Background: an optimization exercise with open tools, aiming at small area. Do not read the settings as production practice. Only simulation tests tie the RTL to the original design; equivalence was not proved.

==> flow/design.v <==
`timescale 1ns/100ps
package pcie_tx_link_pkg;
   localparam int data_w     = 64;
   localparam int rem_w      = 8;
   localparam int word_w     = 32;
   localparam int mem_addr_w = 12;
   typedef enum logic [2:0] {
      merge_none   = 3'd0,
      merge_lo_low = 3'd1,
      merge_hi_low = 3'd2,
      merge_hi_lo  = 3'd3,
      merge_lo_hi  = 3'd4
   } merge_e;
   function automatic logic [word_w-1:0] byte_swap(input logic [word_w-1:0] w);
      byte_swap = {w[7:0], w[15:8], w[23:16], w[31:24]};
   endfunction
endpackage
`timescale 1ns/100ps
package pcie_tx_arb_pkg;
   localparam int num_src      = 3;
   localparam int guard_cycles = 2;
   typedef enum logic [1:0] {
      src_rd = 2'd0,
      src_wr = 2'd1,
      src_cm = 2'd2
   } src_e;
   typedef enum logic [1:0] {
      arb_idle,
      arb_busy,
      arb_guard1,
      arb_guard2
   } arb_state_e;
endpackage
`timescale 1ns/100ps
module tx_arbiter (
   input  logic                                pcie_clk,
   input  logic                                rst_reg,
   input  logic [pcie_tx_arb_pkg::num_src-1:0] tx_buf_av,
   input  logic                                bus_master_en,
   input  logic                                src_wr_req,
   input  logic                                src_rd_req,
   input  logic                                src_cm_req,
   output logic                                src_wr_ack,
   output logic                                src_rd_ack,
   output logic                                src_cm_ack,
   output logic [pcie_tx_arb_pkg::num_src-1:0] done
);
   pcie_tx_arb_pkg::arb_state_e         state;
   pcie_tx_arb_pkg::src_e               ptr;
   pcie_tx_arb_pkg::src_e               pick;
   logic               found;
   logic [pcie_tx_arb_pkg::num_src-1:0] req_vec;
   logic [pcie_tx_arb_pkg::num_src-1:0] elig;
   logic [pcie_tx_arb_pkg::num_src-1:0] ack_vec;
   logic               ack_any;
   function automatic pcie_tx_arb_pkg::src_e next_src(input pcie_tx_arb_pkg::src_e s);
      case (s)
         pcie_tx_arb_pkg::src_wr: next_src = pcie_tx_arb_pkg::src_cm;
         pcie_tx_arb_pkg::src_cm: next_src = pcie_tx_arb_pkg::src_rd;
         default:                 next_src = pcie_tx_arb_pkg::src_wr;
      endcase
   endfunction
   assign req_vec[pcie_tx_arb_pkg::src_wr] = src_wr_req;
   assign req_vec[pcie_tx_arb_pkg::src_rd] = src_rd_req;
   assign req_vec[pcie_tx_arb_pkg::src_cm] = src_cm_req;
   assign src_wr_ack = ack_vec[pcie_tx_arb_pkg::src_wr];
   assign src_rd_ack = ack_vec[pcie_tx_arb_pkg::src_rd];
   assign src_cm_ack = ack_vec[pcie_tx_arb_pkg::src_cm];
   assign ack_any    = |ack_vec;
   always_comb begin
      elig = req_vec & tx_buf_av;
      if (!bus_master_en) begin
         elig[pcie_tx_arb_pkg::src_wr] = 1'b0;
         elig[pcie_tx_arb_pkg::src_rd] = 1'b0;
      end
   end
   always_comb begin
      pcie_tx_arb_pkg::src_e cand;
      cand  = ptr;
      pick  = ptr;
      found = 1'b0;
      for (int i = 0; i < pcie_tx_arb_pkg::num_src; i++) begin
         if (!found && elig[cand]) begin
            pick  = cand;
            found = 1'b1;
         end
         cand = next_src(cand);
      end
   end
   always_ff @(posedge pcie_clk) begin
      if (rst_reg) begin
         state   <= pcie_tx_arb_pkg::arb_idle;
         ptr     <= pcie_tx_arb_pkg::src_wr;
         ack_vec <= '0;
         done    <= '0;
      end else begin
         done <= '0;
         case (state)
            pcie_tx_arb_pkg::arb_idle: begin
               if (found) begin
                  ack_vec[pick] <= 1'b1;
                  ptr           <= next_src(pick);
                  state         <= pcie_tx_arb_pkg::arb_busy;
               end
            end
            pcie_tx_arb_pkg::arb_busy: begin
               if (!(|(req_vec & ack_vec))) begin
                  done    <= ack_vec;
                  ack_vec <= '0;
                  state   <= pcie_tx_arb_pkg::arb_guard1;
               end
            end
            pcie_tx_arb_pkg::arb_guard1: state <= pcie_tx_arb_pkg::arb_guard2;
            default:    state <= pcie_tx_arb_pkg::arb_idle;
         endcase
      end
   end
endmodule
`timescale 1ns/100ps
module tx_beat_select (
   input  logic                                    pcie_clk,
   input  logic                                    rst_reg,
   input  logic                                    stall,
   input  logic                                    src_wr_ack,
   input  logic                                    src_wr_beat_valid,
   input  logic [pcie_tx_link_pkg::data_w-1:0]     src_wr_data,
   input  logic [pcie_tx_link_pkg::rem_w-1:0]      src_wr_rem,
   input  logic                                    src_wr_sof,
   input  logic                                    src_wr_eof,
   input  pcie_tx_link_pkg::merge_e                src_wr_merge,
   input  logic [pcie_tx_link_pkg::mem_addr_w-1:0] src_wr_mem_addr_hi,
   input  logic [pcie_tx_link_pkg::mem_addr_w-1:0] src_wr_mem_addr_lo,
   input  logic                                    src_wr_mem_en_hi,
   input  logic                                    src_wr_mem_en_lo,
   input  logic                                    src_rd_ack,
   input  logic                                    src_rd_beat_valid,
   input  logic [pcie_tx_link_pkg::data_w-1:0]     src_rd_data,
   input  logic [pcie_tx_link_pkg::rem_w-1:0]      src_rd_rem,
   input  logic                                    src_rd_sof,
   input  logic                                    src_rd_eof,
   input  pcie_tx_link_pkg::merge_e                src_rd_merge,
   input  logic [pcie_tx_link_pkg::mem_addr_w-1:0] src_rd_mem_addr_hi,
   input  logic [pcie_tx_link_pkg::mem_addr_w-1:0] src_rd_mem_addr_lo,
   input  logic                                    src_rd_mem_en_hi,
   input  logic                                    src_rd_mem_en_lo,
   input  logic                                    src_cm_ack,
   input  logic                                    src_cm_beat_valid,
   input  logic [pcie_tx_link_pkg::data_w-1:0]     src_cm_data,
   input  logic [pcie_tx_link_pkg::rem_w-1:0]      src_cm_rem,
   input  logic                                    src_cm_sof,
   input  logic                                    src_cm_eof,
   input  pcie_tx_link_pkg::merge_e                src_cm_merge,
   input  logic [pcie_tx_link_pkg::mem_addr_w-1:0] src_cm_mem_addr_hi,
   input  logic [pcie_tx_link_pkg::mem_addr_w-1:0] src_cm_mem_addr_lo,
   input  logic                                    src_cm_mem_en_hi,
   input  logic                                    src_cm_mem_en_lo,
   output logic [pcie_tx_link_pkg::mem_addr_w-1:0] mem_addr_hi,
   output logic [pcie_tx_link_pkg::mem_addr_w-1:0] mem_addr_lo,
   output logic                                    mem_en_hi,
   output logic                                    mem_en_lo,
   output logic                                    beat_valid,
   output logic [pcie_tx_link_pkg::data_w-1:0]     beat_data,
   output logic [pcie_tx_link_pkg::rem_w-1:0]      beat_rem,
   output logic                                    beat_sof,
   output logic                                    beat_eof,
   output pcie_tx_link_pkg::merge_e                beat_merge
);
   logic                  sel_valid;
   logic [pcie_tx_link_pkg::data_w-1:0]     sel_data;
   logic [pcie_tx_link_pkg::rem_w-1:0]      sel_rem;
   logic                  sel_sof;
   logic                  sel_eof;
   pcie_tx_link_pkg::merge_e                sel_merge;
   logic [pcie_tx_link_pkg::mem_addr_w-1:0] sel_addr_hi;
   logic [pcie_tx_link_pkg::mem_addr_w-1:0] sel_addr_lo;
   logic                  sel_en_hi;
   logic                  sel_en_lo;
   always_comb begin
      sel_valid   = 1'b0;
      sel_data    = src_rd_data;
      sel_rem     = src_rd_rem;
      sel_sof     = src_rd_sof;
      sel_eof     = src_rd_eof;
      sel_merge   = pcie_tx_link_pkg::merge_none;
      sel_addr_hi = mem_addr_hi;
      sel_addr_lo = mem_addr_lo;
      sel_en_hi   = 1'b0;
      sel_en_lo   = 1'b0;
      if (src_wr_ack) begin
         sel_valid   = src_wr_beat_valid;
         sel_data    = src_wr_data;
         sel_rem     = src_wr_rem;
         sel_sof     = src_wr_sof;
         sel_eof     = src_wr_eof;
         sel_merge   = src_wr_merge;
         sel_addr_hi = src_wr_mem_addr_hi;
         sel_addr_lo = src_wr_mem_addr_lo;
         sel_en_hi   = src_wr_beat_valid & src_wr_mem_en_hi;
         sel_en_lo   = src_wr_beat_valid & src_wr_mem_en_lo;
      end else if (src_cm_ack) begin
         sel_valid   = src_cm_beat_valid;
         sel_data    = src_cm_data;
         sel_rem     = src_cm_rem;
         sel_sof     = src_cm_sof;
         sel_eof     = src_cm_eof;
         sel_merge   = src_cm_merge;
         sel_addr_hi = src_cm_mem_addr_hi;
         sel_addr_lo = src_cm_mem_addr_lo;
         sel_en_hi   = src_cm_beat_valid & src_cm_mem_en_hi;
         sel_en_lo   = src_cm_beat_valid & src_cm_mem_en_lo;
      end else if (src_rd_ack) begin
         sel_valid   = src_rd_beat_valid;
         sel_merge   = src_rd_merge;
      end
   end
   always_ff @(posedge pcie_clk) begin
      if (!stall) begin
         beat_valid  <= sel_valid;
         beat_data   <= sel_data;
         beat_rem    <= sel_rem;
         beat_sof    <= sel_sof;
         beat_eof    <= sel_eof;
         beat_merge  <= sel_merge;
         mem_addr_hi <= sel_addr_hi;
         mem_addr_lo <= sel_addr_lo;
         mem_en_hi   <= sel_en_hi;
         mem_en_lo   <= sel_en_lo;
      end
      if (rst_reg) begin
         beat_valid <= 1'b0;
         mem_en_hi  <= 1'b0;
         mem_en_lo  <= 1'b0;
      end
   end
endmodule
`timescale 1ns/100ps
module tx_output_stage (
   input  logic                                pcie_clk,
   input  logic                                rst_reg,
   input  logic                                beat_valid,
   input  logic [pcie_tx_link_pkg::data_w-1:0] beat_data,
   input  logic [pcie_tx_link_pkg::rem_w-1:0]  beat_rem,
   input  logic                                beat_sof,
   input  logic                                beat_eof,
   input  pcie_tx_link_pkg::merge_e            beat_merge,
   input  logic [pcie_tx_link_pkg::word_w-1:0] mem_data_hi,
   input  logic [pcie_tx_link_pkg::word_w-1:0] mem_data_lo,
   output logic [pcie_tx_link_pkg::data_w-1:0] tx_data,
   output logic [pcie_tx_link_pkg::rem_w-1:0]  tx_rem,
   output logic                                tx_sof,
   output logic                                tx_eof,
   output logic                                tx_valid,
   input  logic                                tx_ready,
   output logic                                stall
);
   logic              s2_valid;
   logic [pcie_tx_link_pkg::data_w-1:0] s2_data;
   logic [pcie_tx_link_pkg::rem_w-1:0]  s2_rem;
   logic              s2_sof;
   logic              s2_eof;
   pcie_tx_link_pkg::merge_e            s2_merge;
   logic              sk_valid;
   logic [pcie_tx_link_pkg::data_w-1:0] sk_data;
   logic [pcie_tx_link_pkg::rem_w-1:0]  sk_rem;
   logic              sk_sof;
   logic              sk_eof;
   logic [pcie_tx_link_pkg::word_w-1:0] sk_mem_hi;
   logic [pcie_tx_link_pkg::word_w-1:0] sk_mem_lo;
   logic              hold;
   logic              stall_d2;
   logic [pcie_tx_link_pkg::word_w-1:0] swap_hi;
   logic [pcie_tx_link_pkg::word_w-1:0] swap_lo;
   logic [pcie_tx_link_pkg::data_w-1:0] merged;
   assign hold = tx_valid & ~tx_ready;
   always_ff @(posedge pcie_clk) begin
      if (rst_reg) begin
         stall    <= 1'b0;
         stall_d2 <= 1'b0;
      end else begin
         stall    <= hold;
         stall_d2 <= stall;
      end
   end
   always_ff @(posedge pcie_clk) begin
      if (!stall) begin
         s2_valid <= beat_valid;
         s2_data  <= beat_data;
         s2_rem   <= beat_rem;
         s2_sof   <= beat_sof;
         s2_eof   <= beat_eof;
         s2_merge <= beat_merge;
      end
      if (stall && !stall_d2) begin
         sk_mem_hi <= mem_data_hi;
         sk_mem_lo <= mem_data_lo;
      end
      if (rst_reg) begin
         s2_valid <= 1'b0;
      end
   end
   always_comb begin
      swap_hi = pcie_tx_link_pkg::byte_swap(stall_d2 ? sk_mem_hi : mem_data_hi);
      swap_lo = pcie_tx_link_pkg::byte_swap(stall_d2 ? sk_mem_lo : mem_data_lo);
      merged  = s2_data;
      case (s2_merge)
         pcie_tx_link_pkg::merge_lo_low: merged[pcie_tx_link_pkg::word_w-1:0] = swap_lo;
         pcie_tx_link_pkg::merge_hi_low: merged[pcie_tx_link_pkg::word_w-1:0] = swap_hi;
         pcie_tx_link_pkg::merge_hi_lo:  merged = {swap_hi, swap_lo};
         pcie_tx_link_pkg::merge_lo_hi:  merged = {swap_lo, swap_hi};
         default:      merged = s2_data;
      endcase
   end
   always_ff @(posedge pcie_clk) begin
      if (!hold && stall) begin
         tx_valid <= sk_valid;
         tx_data  <= sk_data;
         tx_rem   <= sk_rem;
         tx_sof   <= sk_sof;
         tx_eof   <= sk_eof;
      end else if (!hold) begin
         tx_valid <= s2_valid;
         tx_data  <= merged;
         tx_rem   <= s2_rem;
         tx_sof   <= s2_sof;
         tx_eof   <= s2_eof;
      end else if (!stall) begin
         sk_valid <= s2_valid;
         sk_data  <= merged;
         sk_rem   <= s2_rem;
         sk_sof   <= s2_sof;
         sk_eof   <= s2_eof;
      end
      if (rst_reg) begin
         tx_valid <= 1'b0;
         sk_valid <= 1'b0;
      end
   end
endmodule
`timescale 1ns/100ps
module tx_stats (
   input  logic                                pcie_clk,
   input  logic                                rst_reg,
   input  logic                                beat_accept,
   input  logic [pcie_tx_arb_pkg::num_src-1:0] done,
   output logic [31:0]                         stat_word_cnt,
   output logic [31:0]                         stat_wr_cnt,
   output logic [31:0]                         stat_rd_cnt,
   output logic [31:0]                         stat_cm_cnt
);
   always_ff @(posedge pcie_clk) begin
      if (rst_reg) begin
         stat_word_cnt <= '0;
         stat_wr_cnt   <= '0;
         stat_rd_cnt   <= '0;
         stat_cm_cnt   <= '0;
      end else begin
         if (beat_accept)  stat_word_cnt <= stat_word_cnt + 32'd1;
         if (done[pcie_tx_arb_pkg::src_wr]) stat_wr_cnt   <= stat_wr_cnt + 32'd1;
         if (done[pcie_tx_arb_pkg::src_rd]) stat_rd_cnt   <= stat_rd_cnt + 32'd1;
         if (done[pcie_tx_arb_pkg::src_cm]) stat_cm_cnt   <= stat_cm_cnt + 32'd1;
      end
   end
endmodule
`timescale 1ns/100ps
module pcie_tx (
   input  logic                                    pcie_clk,
   input  logic                                    rst_reg,
   input  logic                                    wr_req,
   output logic                                    wr_ack,
   input  logic                                    wr_beat_valid,
   input  logic [pcie_tx_link_pkg::data_w-1:0]     wr_data,
   input  logic [pcie_tx_link_pkg::rem_w-1:0]      wr_rem,
   input  logic                                    wr_sof,
   input  logic                                    wr_eof,
   input  logic [2:0]                               wr_merge,
   input  logic [pcie_tx_link_pkg::mem_addr_w-1:0] wr_mem_addr_hi,
   input  logic [pcie_tx_link_pkg::mem_addr_w-1:0] wr_mem_addr_lo,
   input  logic                                    wr_mem_en_hi,
   input  logic                                    wr_mem_en_lo,
   input  logic                                    rd_req,
   output logic                                    rd_ack,
   input  logic                                    rd_beat_valid,
   input  logic [pcie_tx_link_pkg::data_w-1:0]     rd_data,
   input  logic [pcie_tx_link_pkg::rem_w-1:0]      rd_rem,
   input  logic                                    rd_sof,
   input  logic                                    rd_eof,
   input  logic                                    cm_req,
   output logic                                    cm_ack,
   input  logic                                    cm_beat_valid,
   input  logic [pcie_tx_link_pkg::data_w-1:0]     cm_data,
   input  logic [pcie_tx_link_pkg::rem_w-1:0]      cm_rem,
   input  logic                                    cm_sof,
   input  logic                                    cm_eof,
   input  logic [2:0]                               cm_merge,
   input  logic [pcie_tx_link_pkg::mem_addr_w-1:0] cm_mem_addr_hi,
   input  logic [pcie_tx_link_pkg::mem_addr_w-1:0] cm_mem_addr_lo,
   input  logic                                    cm_mem_en_hi,
   input  logic                                    cm_mem_en_lo,
   output logic [pcie_tx_link_pkg::mem_addr_w-1:0] mem_addr_hi,
   output logic [pcie_tx_link_pkg::mem_addr_w-1:0] mem_addr_lo,
   output logic                                    mem_en_hi,
   output logic                                    mem_en_lo,
   input  logic [pcie_tx_link_pkg::word_w-1:0]     mem_data_hi,
   input  logic [pcie_tx_link_pkg::word_w-1:0]     mem_data_lo,
   output logic [pcie_tx_link_pkg::data_w-1:0]     tx_data,
   output logic [pcie_tx_link_pkg::rem_w-1:0]      tx_rem,
   output logic                                    tx_sof,
   output logic                                    tx_eof,
   output logic                                    tx_valid,
   input  logic                                    tx_ready,
   input  logic [pcie_tx_arb_pkg::num_src-1:0]     tx_buf_av,
   input  logic                                    bus_master_en,
   output logic                                    tx_stall,
   output logic [31:0]                             stat_word_cnt,
   output logic [31:0]                             stat_wr_cnt,
   output logic [31:0]                             stat_rd_cnt,
   output logic [31:0]                             stat_cm_cnt
);
   logic [pcie_tx_arb_pkg::num_src-1:0]    done;
   logic                  beat_accept;
   logic                  s1_valid;
   logic [pcie_tx_link_pkg::data_w-1:0]     s1_data;
   logic [pcie_tx_link_pkg::rem_w-1:0]      s1_rem;
   logic                  s1_sof;
   logic                  s1_eof;
   pcie_tx_link_pkg::merge_e                s1_merge;
   assign beat_accept = tx_valid & tx_ready;
   tx_arbiter u_arbiter (
      .pcie_clk, .rst_reg, .tx_buf_av, .bus_master_en,
      .src_wr_req (wr_req), .src_rd_req (rd_req), .src_cm_req (cm_req),
      .src_wr_ack (wr_ack), .src_rd_ack (rd_ack), .src_cm_ack (cm_ack),
      .done
   );
   tx_beat_select u_beat_select (
      .pcie_clk, .rst_reg, .stall (tx_stall),
      .src_wr_ack (wr_ack), .src_wr_beat_valid (wr_beat_valid),
      .src_wr_data (wr_data), .src_wr_rem (wr_rem),
      .src_wr_sof (wr_sof), .src_wr_eof (wr_eof),
      .src_wr_merge (pcie_tx_link_pkg::merge_e'(wr_merge)),
      .src_wr_mem_addr_hi (wr_mem_addr_hi), .src_wr_mem_addr_lo (wr_mem_addr_lo),
      .src_wr_mem_en_hi (wr_mem_en_hi), .src_wr_mem_en_lo (wr_mem_en_lo),
      .src_rd_ack (rd_ack), .src_rd_beat_valid (rd_beat_valid),
      .src_rd_data (rd_data), .src_rd_rem (rd_rem),
      .src_rd_sof (rd_sof), .src_rd_eof (rd_eof),
      .src_rd_merge (pcie_tx_link_pkg::merge_none),
      .src_rd_mem_addr_hi ('0), .src_rd_mem_addr_lo ('0),
      .src_rd_mem_en_hi (1'b0), .src_rd_mem_en_lo (1'b0),
      .src_cm_ack (cm_ack), .src_cm_beat_valid (cm_beat_valid),
      .src_cm_data (cm_data), .src_cm_rem (cm_rem),
      .src_cm_sof (cm_sof), .src_cm_eof (cm_eof),
      .src_cm_merge (pcie_tx_link_pkg::merge_e'(cm_merge)),
      .src_cm_mem_addr_hi (cm_mem_addr_hi), .src_cm_mem_addr_lo (cm_mem_addr_lo),
      .src_cm_mem_en_hi (cm_mem_en_hi), .src_cm_mem_en_lo (cm_mem_en_lo),
      .mem_addr_hi, .mem_addr_lo, .mem_en_hi, .mem_en_lo,
      .beat_valid (s1_valid), .beat_data (s1_data), .beat_rem (s1_rem),
      .beat_sof (s1_sof), .beat_eof (s1_eof), .beat_merge (s1_merge)
   );
   tx_output_stage u_output_stage (
      .pcie_clk, .rst_reg,
      .beat_valid (s1_valid), .beat_data (s1_data), .beat_rem (s1_rem),
      .beat_sof (s1_sof), .beat_eof (s1_eof), .beat_merge (s1_merge),
      .mem_data_hi, .mem_data_lo,
      .tx_data, .tx_rem, .tx_sof, .tx_eof, .tx_valid, .tx_ready,
      .stall (tx_stall)
   );
   tx_stats u_stats (
      .pcie_clk, .rst_reg, .beat_accept, .done,
      .stat_word_cnt, .stat_wr_cnt, .stat_rd_cnt, .stat_cm_cnt
   );
endmodule
==> flow/run.sh <==
#!/bin/bash
# synth_recipe.tcl (not shown) runs the flow's synth.tcl, then flattens the netlist and writes it again
# the make line also repeats each setting of config.mk as NAME=value (left out here)
make -C /OpenROAD-flow-scripts/flow DESIGN_CONFIG=/design/flow/config.mk WORK_HOME=/design/flow/orfs CLKGATE_MAP_FILE= SYNTH_SCRIPT=/design/flow/synth_recipe.tcl finish
==> flow/config.mk <==
export PLATFORM = sky130hd
export DESIGN_NAME = pcie_tx
export DESIGN_NICKNAME = pcie_tx
export VERILOG_FILES = /design/flow/design.v
export SDC_FILE = /design/flow/constraint.sdc
export NUM_CORES = 4
export LEC_CHECK = 0
export CAP_MARGIN = 20
export CORE_MARGIN = 2
export CORE_UTILIZATION = 40
export SLEW_MARGIN = 20
==> flow/constraint.sdc <==
create_clock -name core_clock -period 4.0 [get_ports {pcie_clk}]
set_input_delay 0.8000 -clock core_clock [delete_from_list [all_inputs] [get_ports {pcie_clk}]]
set_output_delay 0.8000 -clock core_clock [all_outputs]
set_load 0.01 [all_outputs]
==> flow_metrics.py <==
metrics = {
    "cells_and_area": {
        "drive_gt1_share_pct": 9.62,
        "postLayoutCellArea_sq_mm": 0.0315,
        "nets": 2711,
        "fillers": 4784,
        "final_util_pct": 55.9,
        "syn2layout_area_growth_pct": 38.6,
    },
    "timing": {
        "rsz0062_at_grt": "false",
        "worst_pin_slew_ns": 1.08,
        "finalWorstSetupSlack_ns": 1.12,
        "slew_violations": 0,
        "fmax_ghz": 0.347,
        "fin_skew_ns": 0.0228,
        "fin_crit_ns": 2.88,
        "slew_headroom_pct": 28.2,
        "whs_ns": 0.403,
        "fin_crit_sh_pct": 72.1,
        "final-hold-violation-count": 0,
        "finalSetupViolations": 0,
    },
    "synthesis": {
        "synth_fp_nets": 2139,
        "post_synth_num_cell_types": 61,
        "synth-main-ff-cell": "edfxtp_1",
        "synth_top_cells_by_count": "edfxtp_1, nand2_1, dfxtp_1",
        "synth_top_family_by_area": "multiplexers",
        "syn_avg_cell_area_sq_um": 12.8,
        "syn_inst": 1772,
        "synth_edf_count": 390,
        "synth_top_area_cell": "edfxtp_1",
        "yosysTopAreaCellShare_pct": 51.6,
        "netlist_area_sq_mm": 0.0227,
        "ys_seq_area_share_pct": 64.4,
        "synth_mux_area_share_pct": 11.2,
        "synth_compound_area_share_pct": 7.68,
        "ys_top_cells_by_area": "edfxtp_1, dfxtp_1, mux2i_1, mux2_2, xnor2_1",
        "synthSimpleGateAreaFrac_pct": 10.2,
        "ys_warn_count": 4,
        "ys_seq_elements": 536,
        "synth.most_common_cell": "edfxtp_1",
        "async_reset_ff_share_pct": 0,
        "synth_xor_xnor_area_share_pct": 3.70,
        "synth_fa_ha_area_share_pct": 0.551,
    },
    "clocking": {
        "numCtsBuffers": 58,
        "cts_tree": "built",
        "clock-sinks": 536,
        "clockBufferDepth": 3,
        "cts_root_buffer": "clkbuf_16",
        "clk_pin_slew_ns": 0.06,
        "h-tree-depth": 2,
        "cts_setup_buffers": 0,
        "hold_buffers": 0,
        "cts_resized": 0,
        "clock_latency_ns": 0.62,
    },
    "floorplanning": {
        "die_h_um": 242,
        "rows": 87,
        "core-area_sq_mm": 0.0563,
        "start_util_pct": 40.4,
        "pin_count": 590,
        "dieArea_sq_mm": 0.0587,
        "die_w_um": 242,
    },
    "power_and_ir_drop": {
        "ir_worst_vdd_v": 0.000490,
        "total_power_mw": 19.3,
        "power.leakage_nw": 10.6,
        "p_per_area_mw_per_mm2": 614,
    },
    "placement": {
        "dpl_worst_slack_ns": 0.797,
        "place.gp.congestion": 0.919,
        "dpl_cell_area_sq_mm": 0.0294,
        "io_buffers": 589,
        "dpl.hpwl_mm": 47.5,
    },
    "min_path": {
        "hp-class": "register to register",
        "holdPathStages": 0,
    },
    "setup_path": {
        "crit_fanout": 8,
        "rrSetupSlack_ns": 1.12,
        "critPathKind": "register to register",
        "worstSetupEndpointType": "register",
        "start_kind": "register",
        "reg2regPathDepth": 10,
        "crit_required_ns": 4.52,
        "crit_arrival_ns": 3.40,
    },
    "global_route": {
        "track_usage_pct": 22.8,
        "grt_pass1_vias": 16500,
        "overflow": 0,
        "grt_max_degree": 156,
        "grt_pass1_wl_mm": 103,
        "grt_antenna_before_repair": 13,
    },
    "routing": {
        "viasPerCell": 5.21,
        "drc": 0,
        "num_vias": 16400,
        "wire_per_inst_um": 21.8,
        "dr.pass1.iters": 5,
        "ant_nets": 0,
        "routed_wl_mm": 68.6,
        "drt_iter0_markers": 1008,
    },
    "run_status": {
        "status": "timing/DRC/antenna clean",
    },
    "run": {
        "maxCapViolCount": 0,
    },
}
[worst max-delay path, cell delays in order (launching register included)]
cell and delay, ns:
dfxtp_1 0.42, inv_1 0.11, ha_1 0.40, nand4b_1 0.28, a21oi_1 0.25, o31ai_1 0.19, a211oi_1 0.37, ha_1 0.22
o21ai_0 0.09, a311o_1 0.33, a21oi_1 0.14
[power by group]
group	total, mW	internal, mW	switching [mW]
registers	8.53	7.98	0.549
logic	5.12	2.54	2.58
clock network	5.68	3.48	2.20
total	19.3	14.0	5.33
[layer usage]
metal  track usage [%]  share of wire (%)  up-vias
li1                  -                  -     7780
met1              28.5                 41     7989
met2              37.7                 48      526
met3              8.45                8.9      102
met4              5.19                2.0       20
met5                 0               0.16        -
[registers in the layout, summed over array words and instances, names as in the netlist, 12 cells and up]
signal and flops:
u_output_stage.sk_mem_hi 32, u_output_stage.sk_mem_lo 32, u_output_stage.sk_data 64, u_output_stage.s2_data 64, u_beat_select.mem_addr_hi 12, u_beat_select.beat_data 64, u_stats.stat_wr_cnt 32, u_output_stage.tx_data 64
u_stats.stat_word_cnt 32, u_stats.stat_cm_cnt 32, u_stats.stat_rd_cnt 32, u_beat_select.mem_addr_lo 12
[metrics by stage]
stage                     std cells  setup TNS [ns]
after detailed placement       3040               0
final                          3150               0
after floorplan                1772         -269.59
after global routing           3147               0
after CTS                      3146               0
after global placement         3040               0
[final cells by class]
| type | instances | area [sq um] | area share, % |
|---|---|---|---|
| Clock inverter | 30 | 415 | 1.32 |
| Sequential cell | 536 | 14600 | 46.5 |
| Tap cell | 756 | 946 | 3.01 |
| Multi-Input combinational cell | 1102 | 7620 | 24.2 |
| Clock buffer | 76 | 1620 | 5.13 |
| Inverter | 37 | 143 | 0.453 |
| Antenna cell | 4 | 10.0 | 0.0318 |
| Timing Repair Buffer | 609 | 6080 | 19.3 |
[cell usage in the layout, fill, tap and decap left out, types with 60 or more instances in the layout]
cell	netlist	layout
clkbuf_16	0	60
clkdlybuf4s50_1	0	588
dfxtp_1	146	142
edfxtp_1	390	390
mux2_2	98	98
mux2i_1	144	144
nand2_1	152	151
nor2_1	119	117
o21ai_0	100	100
xnor2_1	66	66
[path summary, 6_finish.rpt]
path / from / to
max: u_arbiter.ptr[0] / u_arbiter.ack_vec[2]
min: u_beat_select.beat_data[38] / u_output_stage.s2_data[38]
max reg2reg: u_arbiter.ptr[0] / u_arbiter.ack_vec[2]
min reg2reg: u_beat_select.beat_data[38] / u_output_stage.s2_data[38]
[kinds of logic (layout without fill, tap and decap cells)]
kind of cell	after synthesis	count (layout)
xor+xnor	96	96
simple gates	478	478
mux	242	242
buf+inv	134	752
compound gates	276	276
other cells	0	4
fa+ha+maj	10	10
flops	536	536

==> static timing again, ports no longer ideal <==
No port has a modelled driver above. Below, the same layout with a new extraction and two added sets of constraints.
Step 1 sets driving cells, clkbuf_16 on the clock port and buf_2 on the other inputs (assumed; they add their load-dependent delay and slew).
Step 2 moves the port delays by t, midway between the first and last clock arrival at a register: inputs arrive t later, outputs are due t later. That takes back most of the time a late clock gives input paths.
a / b / c = ideal / step 1 / step 2; a / b = the first two.
t (ns): 0.664
setup WS [ns]: 1.117 / 1.073 / 0.698
worst setup path at the end: input to register
latest minus earliest clock arrival (ns): 0.025 / 0.026
After both steps this run still meets setup and hold. The setup slack of this run moves by -0.044 ns with the drivers and by -0.419 ns with both steps.
